From an optimization exercise on the open Yosys and OpenROAD flow, aimed at small area; shortcuts taken in it are not production practice.
Only simulation tests tie the RTL to the original design; equivalence was not proved.
No driver is modelled on the clock port, so clocking that relies on it looks cheaper here than on a real chip.

Setup of build 82:
// twiddle_mul_stage4
module twiddle_mul_stage4 (
    input  logic               clk,
    input  logic               rst,
    input  logic               in_valid,
    input  logic               in_start,
    input  logic signed [15:0] in_r,
    input  logic signed [15:0] in_i,
    output logic [1:0]         rom_4_counter,
    input  logic signed [8:0]  w_r,
    input  logic signed [8:0]  w_i,
    output logic               out_valid,
    output logic               out_last,
    output logic signed [15:0] out_r,
    output logic signed [15:0] out_i
);
    logic [4:0] cnt_q;
    wire  [4:0] cnt_eff = (in_valid && in_start) ? 5'd0 : cnt_q;
    assign rom_4_counter = cnt_eff[2] ? cnt_eff[1:0] : 2'd0;
    always_ff @(posedge clk) begin
        if (rst)
            cnt_q <= 5'd0;
        else if (in_valid)
            cnt_q <= cnt_eff + 5'd1;
    end
    logic v1_q, v2_q, l1_q, l2_q, out_valid_q, out_last_q;
    always_ff @(posedge clk) begin
        if (rst) begin
            v1_q        <= 1'b0;
  ...
Size in the first run: roughly 1,500 cells after synthesis.
==> flow/config.mk <==
export PLATFORM = sky130hd
export DESIGN_NAME = twiddle_mul_stage4
export DESIGN_NICKNAME = twiddle_mul_stage4
export VERILOG_FILES = /design/flow/design.v
export SDC_FILE = /design/flow/constraint.sdc
export NUM_CORES = 4
export LEC_CHECK = 0
export CAP_MARGIN = 0
export CORE_MARGIN = 2
export CORE_UTILIZATION = 40
export CTS_BUF_LIST = sky130_fd_sc_hd__clkbuf_4
export PLACE_DENSITY = 0.7
export SETUP_SLACK_MARGIN = -0.2
export SLEW_MARGIN = 0
export SYNTH_HIERARCHICAL = 1
==> flow/constraint.sdc <==
create_clock -name core_clock -period 7.0 [get_ports {clk}]
set_input_delay 1.4000 -clock core_clock [delete_from_list [all_inputs] [get_ports {clk}]]
set_output_delay 1.4000 -clock core_clock [all_outputs]
set_load 0.01 [all_outputs]
standard.sh (not shown) runs the stock make flow with config.mk's settings and CLKGATE_MAP_FILE= SYNTH_SCRIPT=/design/flow/synth_recipe.tcl, a recipe that flattens the netlist after the stock synthesis.
==> flow/flow/run.sh <==
#!/bin/bash
# Standard synthesis, then every cell swapped to the smallest drive strength
# of its family (flow/downsize.tcl), then the standard layout steps, whose
# timing repair sizes cells back up where the clock period needs it.
# Changes to the standard layout steps:
#  - ports get sky130_fd_sc_hd__buf_1 buffers (BUFFER_PORTS_ARGS);
#  - the clock tree is built from clkbuf_4 without dummy loads (CTS_ARGS);
#  - after CTS, flow/post_cts.tcl sizes up the clock buffers whose flip-flops
#    see a slow clock edge and sizes down cells with slack to spare;
#  - after global routing, flow/post_grt.tcl sizes down cells again.
# Each tool's output goes to synth.log, downsize.log and layout.log here, and
# ORFS keeps its per-step logs under orfs/logs.
set -euo pipefail
R=orfs/results/$FLOW_PLATFORM/twiddle_mul_stage4/base
export FLOW_FLOW_DIR=$PWD/flow
bash standard.sh synth > synth.log 2>&1
cp $R/1_synth.odb 1_synth_standard.odb
LIB=$(ls $FLOW_HOME/platforms/$FLOW_PLATFORM/lib/sky130_fd_sc_hd__tt_025C_1v80.lib) \
PLATFORM_DIR=$FLOW_HOME/platforms/$FLOW_PLATFORM \
IN_ODB=1_synth_standard.odb IN_SDC=$R/1_synth.sdc OUT_ODB=$R/1_synth.odb REMOVE_BUFS=1 \
  openroad -exit -no_init flow/downsize.tcl > downsize.log 2>&1
touch $R/1_synth.sdc
rm -f 1_synth_standard.odb
bash standard.sh POST_CTS_TCL=$PWD/flow/post_cts.tcl POST_GLOBAL_ROUTE_TCL=$PWD/flow/post_grt.tcl "BUFFER_PORTS_ARGS=-buffer_cell sky130_fd_sc_hd__buf_1" "CTS_ARGS=-sink_clustering_enable -repair_clock_nets -dont_use_dummy_load -sink_clustering_size 30 -sink_clustering_max_diameter 200 -buf_list sky130_fd_sc_hd__clkbuf_4" finish > layout.log 2>&1
==> flow/flow/post_grt.tcl <==
source $::env(FLOW_FLOW_DIR)/shrink.tcl
global_route -start_incremental
estimate_parasitics -global_routing
shrink_cells -0.3 -global_routing
detailed_placement
global_route -end_incremental
estimate_parasitics -global_routing
report_worst_slack -max
write_guides $::env(RESULTS_DIR)/route.guide
Other scripts of this flow, unchanged in this note and not shown: flow/flow/clkfix.tcl, flow/flow/downsize.tcl, flow/flow/post_cts.tcl, flow/flow/shrink.tcl
Build 82 completed end to end with timing, DRC and antenna clean.
For build 63, these inputs were changed with respect to build 82:
- clearing PLACE_DENSITY, which used to be 0.7
-- flow/flow/run.sh --
<<< build 82, line 3
# of its family (flow/downsize.tcl), then the standard layout steps, whose
# timing repair sizes cells back up where the clock period needs it.
# Changes to the standard layout steps:
#  - ports get sky130_fd_sc_hd__buf_1 buffers (BUFFER_PORTS_ARGS);
#  - the clock tree is built from clkbuf_4 without dummy loads (CTS_ARGS);
#  - after CTS, flow/post_cts.tcl sizes up the clock buffers whose flip-flops
#    see a slow clock edge and sizes down cells with slack to spare;
#  - after global routing, flow/post_grt.tcl sizes down cells again.
# Each tool's output goes to synth.log, downsize.log and layout.log here, and
# ORFS keeps its per-step logs under orfs/logs.
set -euo pipefail
>>> build 63, line 3
# of its family (flow/downsize.tcl), then the standard layout steps, whose
# timing repair sizes cells back up where the clock period needs it. After
# CTS, flow/post_cts.tcl shrinks cells that have slack to spare.
set -euo pipefail
-- flow/flow/post_grt.tcl --
<<< build 82, line 1
source $::env(FLOW_FLOW_DIR)/shrink.tcl
>>> build 63, line 1
# Hooked in after global routing and its timing repair (POST_GLOBAL_ROUTE_TCL):
# size down the cells that still have slack to spare with global-route
# parasitics, legalise, reroute the touched nets and rewrite the guides.
source $::env(FLOW_FLOW_DIR)/shrink.tcl
Notes after the runs:
On total routing usage reported by global routing, build 82 tracks build 63 almost exactly. From build 82 to build 63 the numbers moved as follows: critical path depth has increased, post-layout utilization of the core has increased, post-route fraction of the period consumed by the critical path has decreased, final critical delay including setup and external delays has decreased. As far as core region area goes, build 63 and build 82 are indistinguishable; the numbers are identical. Hold slack ends up lower on build 82. Compared with build 82, build 63 improves count of routing violations after the opening detailed-route iteration. Build 63 has top achievable clock speed above what build 82 had. Relative to build 82, clock skew has increased by 0.015 ns in build 63.
Modified inputs, build 80 compared to build 63
-- flow/flow/run.sh --
<<< build 63, line 3
# of its family (flow/downsize.tcl), then the standard layout steps, whose
# timing repair sizes cells back up where the clock period needs it. After
# CTS, flow/post_cts.tcl shrinks cells that have slack to spare.
set -euo pipefail
>>> build 80, line 3
# of its family (flow/downsize.tcl), then the standard layout steps, whose
# timing repair sizes cells back up where the clock period needs it.
# Changes to the standard layout steps:
#  - ports get sky130_fd_sc_hd__buf_1 buffers (BUFFER_PORTS_ARGS);
#  - the clock tree is built from clkbuf_4 without dummy loads (CTS_ARGS);
#  - after CTS, flow/post_cts.tcl sizes up the clock buffers whose flip-flops
#    see a slow clock edge and sizes down cells with slack to spare;
#  - after global routing, flow/post_grt.tcl sizes down cells again.
# Each tool's output goes to synth.log, downsize.log and layout.log here, and
# ORFS keeps its per-step logs under orfs/logs.
set -euo pipefail
==> flow/flow/post_grt.tcl <==
source $::env(FLOW_FLOW_DIR)/shrink.tcl
global_route -start_incremental
estimate_parasitics -global_routing
shrink_cells -0.3 -global_routing
detailed_placement
global_route -end_incremental
estimate_parasitics -global_routing
report_worst_slack -max
write_guides $::env(RESULTS_DIR)/route.guide
[summary]
- Build 80 and build 63 ended up with nearly the same area taken by flip-flops and latches.
- | detailed-routing iteration count for the pre-antenna-repair pass | build 80 vs build 63 | ≈ equal |
- Remaining antenna violation count after routing came out exactly the same in build 80 and build 63.
- Minimum setup slack in the final design: build 80 vs build 63 identical
- From build 80 to build 63, core utilization did not move at all.

## static timing again, ports no longer ideal
How much do the figures lean on ideal ports? The routed layouts below were timed once more, with nothing changed but the port constraints. Step 1 (the two cells are an assumption about what drives the block):
set clk [get_ports {clk}]
set_driving_cell -lib_cell sky130_fd_sc_hd__clkbuf_16 $clk
set_driving_cell -lib_cell sky130_fd_sc_hd__buf_2 [delete_from_list [all_inputs] $clk]
Step 2 times the ports against the registers' clock, not the clock port: input delays grow and output delays shrink by t, the midpoint of the rising clock arrivals with the driver on. Slacks: ideal ports / drivers / drivers and shift; pairs: ideal ports / drivers.
| run | t (ns) | setup WS [ns] | pins driven straight from the clock port |
|---|---|---|---|
| build 82 | 0.675 | 0.150 / 0.150 / 0.150 | 1 |
| build 63 | 0.691 | 0.199 / 0.199 / 0.199 | 1 |
| build 80 | 0.691 | 0.199 / 0.199 / 0.199 | 1 |
After both steps setup and hold are still met in every run listed.
